Background: an optimization exercise with open tools, aiming at small area, a short achievable clock period and few clock cycles per item. Do not read the settings as production practice. In this exercise RTL edits were held to simulation tests only and were not proved equivalent to the original. Power and IR drop assume default switching activity.

==> design.v <==
package bpc_pkg;
  localparam int TBL_DEPTH  = 16;
  localparam int FREE_DEPTH = TBL_DEPTH;
  localparam int USED_DEPTH = TBL_DEPTH;
  localparam int SIZE_W     = 32;
  localparam int HANDLE_W   = 48;
  localparam int IDX_W      = (TBL_DEPTH > 1) ? $clog2(TBL_DEPTH) : 1;
  localparam int CNT_W      = $clog2(TBL_DEPTH + 1);
  localparam int RATIO_W    = 9;
  localparam int THR_W      = 5;
  localparam int PROD_W     = SIZE_W + RATIO_W;
  localparam logic [RATIO_W-1:0] RATIO_ONE  = RATIO_W'(256);
  localparam logic [RATIO_W-1:0] RATIO_RST  = '0;
  localparam logic [THR_W-1:0]   THR_RST    = THR_W'(10);
  localparam logic [1:0] ACT_ALLOC   = 2'd0;
  localparam logic [1:0] ACT_BIND    = 2'd1;
  localparam logic [1:0] ACT_RELEASE = 2'd2;
  localparam logic [1:0] ACT_NONE    = 2'd3;
  localparam logic [2:0] STS_REUSED    = 3'd0;
  localparam logic [2:0] STS_NEED      = 3'd1;
  localparam logic [2:0] STS_BOUND     = 3'd2;
  localparam logic [2:0] STS_POOLED    = 3'd3;
  localparam logic [2:0] STS_WILD      = 3'd4;
  localparam logic [2:0] STS_POOL_FULL = 3'd5;
  localparam logic [2:0] STS_USED_FULL = 3'd6;
  localparam logic CFG_RATIO  = 1'b0;
  localparam logic CFG_THRESH = 1'b1;
  typedef enum logic [1:0] {ST_IDLE, ST_SCAN, ST_FIN} state_t;
  typedef struct packed {
    logic load;
    logic shift;
  } cell_ctl_t;
  typedef struct packed {
    logic                append;
    logic [SIZE_W-1:0]   app_size;
    logic [HANDLE_W-1:0] app_handle;
    logic                remove;
    logic [IDX_W-1:0]    rm_idx;
  } tbl_cmd_t;
  function automatic logic [PROD_W-1:0] scaled_size(input logic [SIZE_W-1:0] s,
                                                    input logic [RATIO_W-1:0] r);
    logic [PROD_W-1:0] p;
    p = s * r;
    scaled_size = p >> 8;
  endfunction
endpackage
import bpc_pkg::*;
module bpc_cell (
  input  logic                clk,
  input  bpc_pkg::cell_ctl_t           ctl,
  input  logic [SIZE_W-1:0]   app_size,
  input  logic [HANDLE_W-1:0] app_handle,
  input  logic [SIZE_W-1:0]   nbr_size,
  input  logic [HANDLE_W-1:0] nbr_handle,
  output logic [SIZE_W-1:0]   size,
  output logic [HANDLE_W-1:0] handle
);
  always_ff @(posedge clk) begin
    if (ctl.load) begin
      size   <= app_size;
      handle <= app_handle;
    end else if (ctl.shift) begin
      size   <= nbr_size;
      handle <= nbr_handle;
    end
  end
endmodule
import bpc_pkg::*;
module bpc_table (
  input  logic                clk,
  input  logic                rst,
  input  bpc_pkg::tbl_cmd_t            cmd,
  input  logic [IDX_W-1:0]    rd_idx,
  output logic [SIZE_W-1:0]   rd_size,
  output logic [HANDLE_W-1:0] rd_handle,
  output logic [CNT_W-1:0]    count
);
  logic [SIZE_W-1:0]   sizes   [TBL_DEPTH];
  logic [HANDLE_W-1:0] handles [TBL_DEPTH];
  logic [CNT_W-1:0]    count_next;
  for (genvar k = 0; k < TBL_DEPTH; k++) begin : g_cell
    logic                ld, sh;
    logic [SIZE_W-1:0]   nsz;
    logic [HANDLE_W-1:0] nhd;
    assign ld = cmd.append && (count == CNT_W'(k));
    assign sh = cmd.remove && (CNT_W'(k) >= {1'b0, cmd.rm_idx});
    if (k == TBL_DEPTH - 1) begin : g_last
      assign nsz = sizes[k];
      assign nhd = handles[k];
    end else begin : g_mid
      assign nsz = sizes[k+1];
      assign nhd = handles[k+1];
    end
    bpc_cell u_cell (
      .clk        (clk),
      .ctl        ({ld, sh}),
      .app_size   (cmd.app_size),
      .app_handle (cmd.app_handle),
      .nbr_size   (nsz),
      .nbr_handle (nhd),
      .size       (sizes[k]),
      .handle     (handles[k])
    );
  end
  assign rd_size   = sizes[rd_idx];
  assign rd_handle = handles[rd_idx];
  always_comb begin
    count_next = count;
    if (cmd.append) count_next = count_next + CNT_W'(1);
    if (cmd.remove) count_next = count_next - CNT_W'(1);
  end
  always_ff @(posedge clk) begin
    if (rst) begin
      count <= '0;
    end else begin
      count <= count_next;
    end
  end
endmodule
import bpc_pkg::*;
module buffer_pool_ratio_fit_cache_top (
  input  logic               clk,
  input  logic               rst,
  input  logic               s_tvalid,
  output logic               s_tready,
  input  logic [87:0]        s_tdata,    
  output logic               m_tvalid,
  input  logic               m_tready,
  output logic [135:0]       m_tdata,    
  input  logic               cfg_we,
  input  logic               cfg_index,
  input  logic [RATIO_W-1:0] cfg_data
);
  logic [RATIO_W-1:0] compare_ratio;
  logic [THR_W-1:0]   drop_threshold;
  logic [RATIO_W-1:0] ratio;
  always_ff @(posedge clk) begin
    if (rst) begin
      compare_ratio  <= RATIO_RST;
      drop_threshold <= THR_RST;
    end else if (cfg_we) begin
      unique case (cfg_index)
        CFG_RATIO:  compare_ratio  <= cfg_data;
        CFG_THRESH: drop_threshold <= cfg_data[THR_W-1:0];
        default:    ;
      endcase
    end
  end
  assign ratio = (compare_ratio > RATIO_ONE) ? RATIO_ONE : compare_ratio;
  bpc_pkg::state_t              state, state_next;
  logic [1:0]          act, act_next;
  logic [SIZE_W-1:0]   rsize, rsize_next;
  logic [HANDLE_W-1:0] rhandle, rhandle_next;
  logic [CNT_W-1:0]    idx, idx_next;
  logic                hit, hit_next;
  logic [IDX_W-1:0]    sel_idx, sel_idx_next;
  logic [SIZE_W-1:0]   sel_size, sel_size_next;
  logic [HANDLE_W-1:0] sel_handle, sel_handle_next;
  logic [IDX_W-1:0]    min_idx, min_idx_next, max_idx, max_idx_next;
  logic [SIZE_W-1:0]   min_size, min_size_next, max_size, max_size_next;
  logic [HANDLE_W-1:0] min_handle, min_handle_next, max_handle, max_handle_next;
  logic                o_valid, o_valid_next;
  logic [2:0]          o_status, o_status_next;
  logic [HANDLE_W-1:0] o_handle, o_handle_next;
  logic [SIZE_W-1:0]   o_size, o_size_next;
  logic                o_ev, o_ev_next;
  logic [HANDLE_W-1:0] o_eh, o_eh_next;
  bpc_pkg::tbl_cmd_t            free_cmd, used_cmd;
  logic [SIZE_W-1:0]   free_rd_size, used_rd_size;
  logic [HANDLE_W-1:0] free_rd_handle, used_rd_handle;
  logic [CNT_W-1:0]    free_count, used_count;
  logic [IDX_W-1:0]    rd_idx;
  assign rd_idx = idx[IDX_W-1:0];
  bpc_table u_free (
    .clk (clk), .rst (rst), .cmd (free_cmd), .rd_idx (rd_idx),
    .rd_size (free_rd_size), .rd_handle (free_rd_handle), .count (free_count)
  );
  bpc_table u_used (
    .clk (clk), .rst (rst), .cmd (used_cmd), .rd_idx (rd_idx),
    .rd_size (used_rd_size), .rd_handle (used_rd_handle), .count (used_count)
  );
  logic s_fire, out_free, used_full, free_full, fit, first, evict_ok;
  logic [CNT_W-1:0] limit;
  assign s_tready  = (state == ST_IDLE);
  assign s_fire    = s_tvalid && s_tready;
  assign out_free  = !o_valid || m_tready;
  assign used_full = (used_count >= CNT_W'(USED_DEPTH));
  assign free_full = (free_count >= CNT_W'(FREE_DEPTH));
  assign limit     = (act == ACT_ALLOC) ? free_count : used_count;
  assign first     = (idx == '0);
  logic [PROD_W-1:0] fit_prod;
  assign fit_prod  = PROD_W'(free_rd_size) * PROD_W'(ratio);
  assign fit       = (free_rd_size >= rsize) &&
                     ((fit_prod >> 8) <= PROD_W'(rsize));
  assign evict_ok  = (free_count != '0) && (CNT_W'(free_count) >= CNT_W'(drop_threshold));
  always_comb begin
    state_next      = state;
    act_next        = act;
    rsize_next      = rsize;
    rhandle_next    = rhandle;
    idx_next        = idx;
    hit_next        = hit;
    sel_idx_next    = sel_idx;
    sel_size_next   = sel_size;
    sel_handle_next = sel_handle;
    min_idx_next    = min_idx;
    max_idx_next    = max_idx;
    min_size_next   = min_size;
    max_size_next   = max_size;
    min_handle_next = min_handle;
    max_handle_next = max_handle;
    o_valid_next    = o_valid && !m_tready;
    o_status_next   = o_status;
    o_handle_next   = o_handle;
    o_size_next     = o_size;
    o_ev_next       = o_ev;
    o_eh_next       = o_eh;
    free_cmd        = '0;
    used_cmd        = '0;
    unique case (state)
      ST_IDLE: begin
        if (s_fire) begin
          act_next     = s_tdata[1:0];
          rsize_next   = s_tdata[33:2];
          rhandle_next = s_tdata[81:34];
          idx_next     = '0;
          hit_next     = 1'b0;
          priority case (s_tdata[1:0])
            ACT_NONE: state_next = ST_IDLE;
            ACT_BIND: state_next = ST_FIN;
            default:  state_next = ST_SCAN;
          endcase
        end
      end
      ST_SCAN: begin
        if ((act == ACT_ALLOC && used_full) || idx == limit) begin
          state_next = ST_FIN;
        end else if (act == ACT_ALLOC) begin
          if (fit) begin
            hit_next        = 1'b1;
            sel_idx_next    = rd_idx;
            sel_size_next   = free_rd_size;
            sel_handle_next = free_rd_handle;
            state_next      = ST_FIN;
          end else begin
            if (first || free_rd_size < min_size) begin
              min_idx_next    = rd_idx;
              min_size_next   = free_rd_size;
              min_handle_next = free_rd_handle;
            end
            if (first || free_rd_size > max_size) begin
              max_idx_next    = rd_idx;
              max_size_next   = free_rd_size;
              max_handle_next = free_rd_handle;
            end
            idx_next = idx + CNT_W'(1);
          end
        end else begin
          if (used_rd_handle == rhandle) begin
            hit_next      = 1'b1;
            sel_idx_next  = rd_idx;
            sel_size_next = used_rd_size;
            state_next    = ST_FIN;
          end else begin
            idx_next = idx + CNT_W'(1);
          end
        end
      end
      ST_FIN: begin
        if (out_free) begin
          state_next    = ST_IDLE;
          o_valid_next  = 1'b1;
          o_handle_next = '0;
          o_size_next   = '0;
          o_ev_next     = 1'b0;
          o_eh_next     = '0;
          priority case (act)
            ACT_ALLOC: begin
              if (used_full) begin
                o_status_next = STS_USED_FULL;
              end else if (hit) begin
                o_status_next       = STS_REUSED;
                o_handle_next       = sel_handle;
                o_size_next         = sel_size;
                free_cmd.remove     = 1'b1;
                free_cmd.rm_idx     = sel_idx;
                used_cmd.append     = 1'b1;
                used_cmd.app_size   = sel_size;
                used_cmd.app_handle = sel_handle;
              end else begin
                o_status_next = STS_NEED;
                if (evict_ok && max_size < rsize) begin
                  o_ev_next       = 1'b1;
                  o_eh_next       = min_handle;
                  free_cmd.remove = 1'b1;
                  free_cmd.rm_idx = min_idx;
                end else if (evict_ok && min_size > rsize) begin
                  o_ev_next       = 1'b1;
                  o_eh_next       = max_handle;
                  free_cmd.remove = 1'b1;
                  free_cmd.rm_idx = max_idx;
                end
              end
            end
            ACT_BIND: begin
              if (used_full) begin
                o_status_next = STS_USED_FULL;
                o_ev_next     = 1'b1;
                o_eh_next     = rhandle;
              end else begin
                o_status_next       = STS_BOUND;
                used_cmd.append     = 1'b1;
                used_cmd.app_size   = rsize;
                used_cmd.app_handle = rhandle;
              end
            end
            default: begin
              if (!hit) begin
                o_status_next = STS_WILD;
                o_ev_next     = 1'b1;
                o_eh_next     = rhandle;
              end else begin
                used_cmd.remove = 1'b1;
                used_cmd.rm_idx = sel_idx;
                if (free_full) begin
                  o_status_next = STS_POOL_FULL;
                  o_ev_next     = 1'b1;
                  o_eh_next     = rhandle;
                end else begin
                  o_status_next       = STS_POOLED;
                  free_cmd.append     = 1'b1;
                  free_cmd.app_size   = sel_size;
                  free_cmd.app_handle = rhandle;
                end
              end
            end
          endcase
        end
      end
      default: state_next = ST_IDLE;
    endcase
  end
  always_ff @(posedge clk) begin
    if (rst) begin
      state   <= ST_IDLE;
      o_valid <= 1'b0;
    end else begin
      state   <= state_next;
      o_valid <= o_valid_next;
    end
  end
  always_ff @(posedge clk) begin
    act        <= act_next;
    rsize      <= rsize_next;
    rhandle    <= rhandle_next;
    idx        <= idx_next;
    hit        <= hit_next;
    sel_idx    <= sel_idx_next;
    sel_size   <= sel_size_next;
    sel_handle <= sel_handle_next;
    min_idx    <= min_idx_next;
    max_idx    <= max_idx_next;
    min_size   <= min_size_next;
    max_size   <= max_size_next;
    min_handle <= min_handle_next;
    max_handle <= max_handle_next;
    o_status   <= o_status_next;
    o_handle   <= o_handle_next;
    o_size     <= o_size_next;
    o_ev       <= o_ev_next;
    o_eh       <= o_eh_next;
  end
  assign m_tvalid = o_valid;
  assign m_tdata  = {4'b0, o_eh, o_ev, o_size, o_handle, o_status};
endmodule
==> run.sh <==
#!/bin/bash
# synth_recipe.tcl (not shown) runs the flow's synth.tcl, then flattens the netlist and writes it again
# the make line also repeats each setting of config.mk as NAME=value (left out here)
make -C /OpenROAD-flow-scripts/flow DESIGN_CONFIG=/design/flow/config.mk WORK_HOME=/design/flow/orfs CLKGATE_MAP_FILE= SYNTH_SCRIPT=/design/flow/synth_recipe.tcl finish
==> config.mk <==
export PLATFORM = sky130hd
export DESIGN_NAME = buffer_pool_ratio_fit_cache_top
export DESIGN_NICKNAME = buffer_pool_ratio_fit_cache_top
export VERILOG_FILES = /design/flow/design.v
export SDC_FILE = /design/flow/constraint.sdc
export NUM_CORES = 4
export LEC_CHECK = 0
export CAP_MARGIN = 20
export CORE_MARGIN = 2
export CORE_UTILIZATION = 25
export PLACE_DENSITY = 0.32
export SLEW_MARGIN = 20
==> constraint.sdc <==
create_clock -name core_clock -period 13.0 [get_ports {clk}]
set_input_delay 2.6000 -clock core_clock [delete_from_list [all_inputs] [get_ports {clk}]]
set_output_delay 2.6000 -clock core_clock [all_outputs]
set_load 0.01 [all_outputs]
==> flow_summary.ini <==
[power_and_ir_drop]
p_comb_share_pct = 21.7
switching_share_pct = 33.0
p_seq_share_pct = 40.0
p_sw_uw = 9390
clkPwrFrac_pct = 38.3
leakagePower_uw = 0.0643
power_density_nw_per_um2 = 159
power_uw = 28500
peakVddDrop_mv = 0.104
internal_power_uw = 19100

[clocking]
cts_tree = built
cts_buffers = 391
cts_setup_buffers = 0
cts_resized = 0
clk_pin_slew_ns = 0.06
clk_latency_ns = 1.03
hold_buffers = 0
root_buffer = clkbuf_16
cts_buffer_depth = 4
htreeDepth = 5
cts_num_sinks = 3059

[grt]
grt_max_degree = 137
grt_pass1_vias = 114000
grt_first_pass_wirelength_um = 1050000
grt_overflow_total = 0
grt_util_all_layers_pct = 24.7
antenna_found_initial = 54

[yosys]
ys_warn_count = 5
ys.flop_type = edfxtp_1
synth-seq-area-share_pct = 60.0
ys_types = 81
ys_seq_elements = 3059
synth_cells = 12500
synthTopCellsByCount = 3032 x edfxtp_1, 1700 x nand2_1, 1586 x o21ai_0
synthTopCellsByArea = edfxtp_1 60%, mux2_2 8.1%, o21ai_0 5.2%
synth_top_cell_by_area = edfxtp_1
synth.most_common_cell = edfxtp_1
netlist_area_um2 = 153000
avgSynthCellArea_um2 = 12.2
async_flop_share_pct = 0
synth.top_cell.area_share_pct = 59.7
synth_edf_count = 3032

[die]
core_area_um2 = 607000
start_util_pct = 25.1
rows = 286
pin_count = 241
die-width_um = 785
dieArea_um2 = 616000
die_h_um = 785

[sta]
setup_viol_count_final = 0
layout_min_cycle_time_ns = 11.86
hold_viol = 0
worst_slack_ns = 1.14
relSlewSlack_pct = 19.4
fin_crit_sh_pct = 91.2
final_max_slew_viol_count = 0
clock.fmax_mhz = 84.3
finClkSkew_ns = 0.0941
worst_slew_pin_slew_ns = 1.21
fin_tns_setup_ns = 0
holdWs_ns = 0.460
grt_setup_unrepaired = false

[drt]
wirelength_um = 786000
vias = 114000
post-route-drc-count = 0
routedWlPerCell_um = 37.5
ant_nets = 0
routed_via_density = 5.42
dr.pass1.iters = 8
drtIter0Drc = 12400

[run_status]
outcome = no timing/DRC/antenna violations

[setup_path]
cp-endpoint = min_handle[17]
crit_type = flip-flop to flip-flop
critPathArrivalTime_ns = 12.49
path_buf_inv = 6
r2r_cells = 37
r2r_end = min_handle[17]
crit_family = simple AND/OR/NAND/NOR gates
cp-start-kind = flip-flop
reg2reg_slack_ns = 1.14
critPathLaunch = idx[0]
reg2reg_from = idx[0]
cp_common_cell = a21o_1
cp.depth = 37
path_max_fanout = 42
cp.required_ns = 13.63
endpoint_kind = flip-flop
cpMaxStageDelayCell = and3b_4
cpPeakStageDelay_ns = 0.95

[cells_and_area]
syn_to_final_growth_pct = 17.1
instances_no_fill = 20900
nets = 13100
regArea_um2 = 91600
fillers = 61600
multi_input_area_um2 = 56000
drive_gt1_share_pct = 17.8

[place]
dp_hpwl_um = 455000
post-place-cells = 20200
place.gp.congestion = 0.806
port_buffers = 230
pre_cts_slack_ns = 1.04

[worst_hold_path]
hold_path.class = flip-flop to flip-flop

[flow_run]
drv_cap = 0
through the flow:
step           utilization, %  area, um2
2_1_floorplan               -     153000
3_3_place_gp             27.3     166000
3_5_place_dp             27.3     166000
4_1_cts                  29.4     178000
5_1_grt                  29.4     179000
6_report                 29.4     179000
registers in the layout, summed over array words and instances (netlist names), 9 cells and up:
signal / count
compare_ratio: 9
max_handle: 48
max_size: 32
min_handle: 48
min_size: 32
o_eh: 48
o_handle: 48
o_size: 32
rhandle: 48
rsize: 32
sel_handle: 48
sel_size: 32
u_free.g_cell.u_cell.handle: 768
u_free.g_cell.u_cell.size: 512
u_used.g_cell.u_cell.handle: 768
u_used.g_cell.u_cell.size: 512
cell usage in the layout (no fill, tap or decap), types with 197 or more instances in the layout:
cell / Yosys / layout
edfxtp_1: 3032 / 3032
nand2_1: 1700 / 1670
o21ai_0: 1586 / 1492
mux2_2: 1100 / 1100
a22oi_1: 550 / 550
inv_1: 464 / 461
buf_4: 6 / 427
clkbuf_16: 0 / 394
nor2_1: 299 / 281
nand3_1: 275 / 264
ha_1: 268 / 264
and3_1: 251 / 245
clkdlybuf4s50_1: 0 / 229
a21oi_1: 229 / 222
fa_1: 210 / 210
a221oi_1: 197 / 197
power groups by stage:
stage | Combinational, uW | Clock (uW) | Sequential, uW
2_1_floorplan | 2810 | 0 | 11600
3_3_place_gp | 6230 | 0 | 11600
3_5_place_dp | 6230 | 0 | 11600
4_1_cts | 6250 | 11100 | 11400
5_1_grt | 6530 | 11500 | 11400
6_report | 6190 | 10900 | 11400
tightest hold or removal path: cells and delay by family (launching register included):
kind / cells / cell delay, ns
and+or+nand+nor: 1 / 0.05
AOI/OAI and AO/OA: 1 / 0.06
DFF: 1 / 0.30
cells by family (layout without fill, tap and decap cells):
logic type | count (synthesis) | count (layout) | share of synthesized area, %
mux | 1212 | 1212 | 8.93
other cells | 1 | 26 | 0.00246
flops | 3059 | 3059 | 60.0
buf+inv | 1552 | 1903 | 3.90
fa+ha+maj | 478 | 478 | 4.95
simple gates | 2924 | 2924 | 8.45
xor+xnor | 85 | 85 | 0.488
compound gates | 3191 | 3191 | 13.2
layer usage:
layer | vias to the layer above | wire (um) | track usage (%)
li1 | 47200 | - | -
met1 | 60900 | 351000 | 33.9
met2 | 4565 | 368000 | 41.0
met3 | 934 | 43500 | 3.02
met4 | 2 | 23500 | 6.76
met5 | - | 10 | 0
cell type report:
cell class,count,share of cell area (%)
repair buffers,717,3.76
clock buffers,490,5.73
inverters,466,0.987
multi-input cells,7894,31.4
clock inverters,230,1.19
diodes,22,0.0308
well taps,8064,5.65
flip-flops and latches,3059,51.3
worst min path at each step:
stage	start	endpoint	slack [ns]	cells past startpoint
after global routing	compare_ratio[1]	compare_ratio[1]	0.48	2
after CTS	compare_ratio[1]	compare_ratio[1]	0.46	2
after detailed placement	compare_ratio[1]	compare_ratio[1]	0.45	2
after floorplan	compare_ratio[0]	compare_ratio[0]	0.43	2
final	compare_ratio[1]	compare_ratio[1]	0.46	2
after global placement	compare_ratio[2]	compare_ratio[2]	0.45	2
Testbench counts, summed over its fixed seeds: cycles 89,455, items 12,000.

## port drivers added, routing unchanged
The flow's constraints put no driver on any port. The routed layout listed below was extracted and timed again, unchanged, in two steps. Step 1 sets driving cells, clkbuf_16 on the clock port and buf_2 on the other inputs (assumed; they add their load-dependent delay and slew). Step 2 moves the port delays by t, midway between the first and last clock arrival at a register: inputs arrive t later, outputs are due t later. That takes back most of the time a late clock gives input paths. Slacks: no drivers / after step 1 / after step 2; pairs: no drivers / after step 1.
t (ns): 1.114
setup slack, ns: 1.139 / 1.139 / 1.139
cell pins on the clock port's net: 1
After both steps this run still meets setup and hold. For this run, drivers alone change the setup slack by 0.000 ns; drivers and shift together by 0.000 ns.
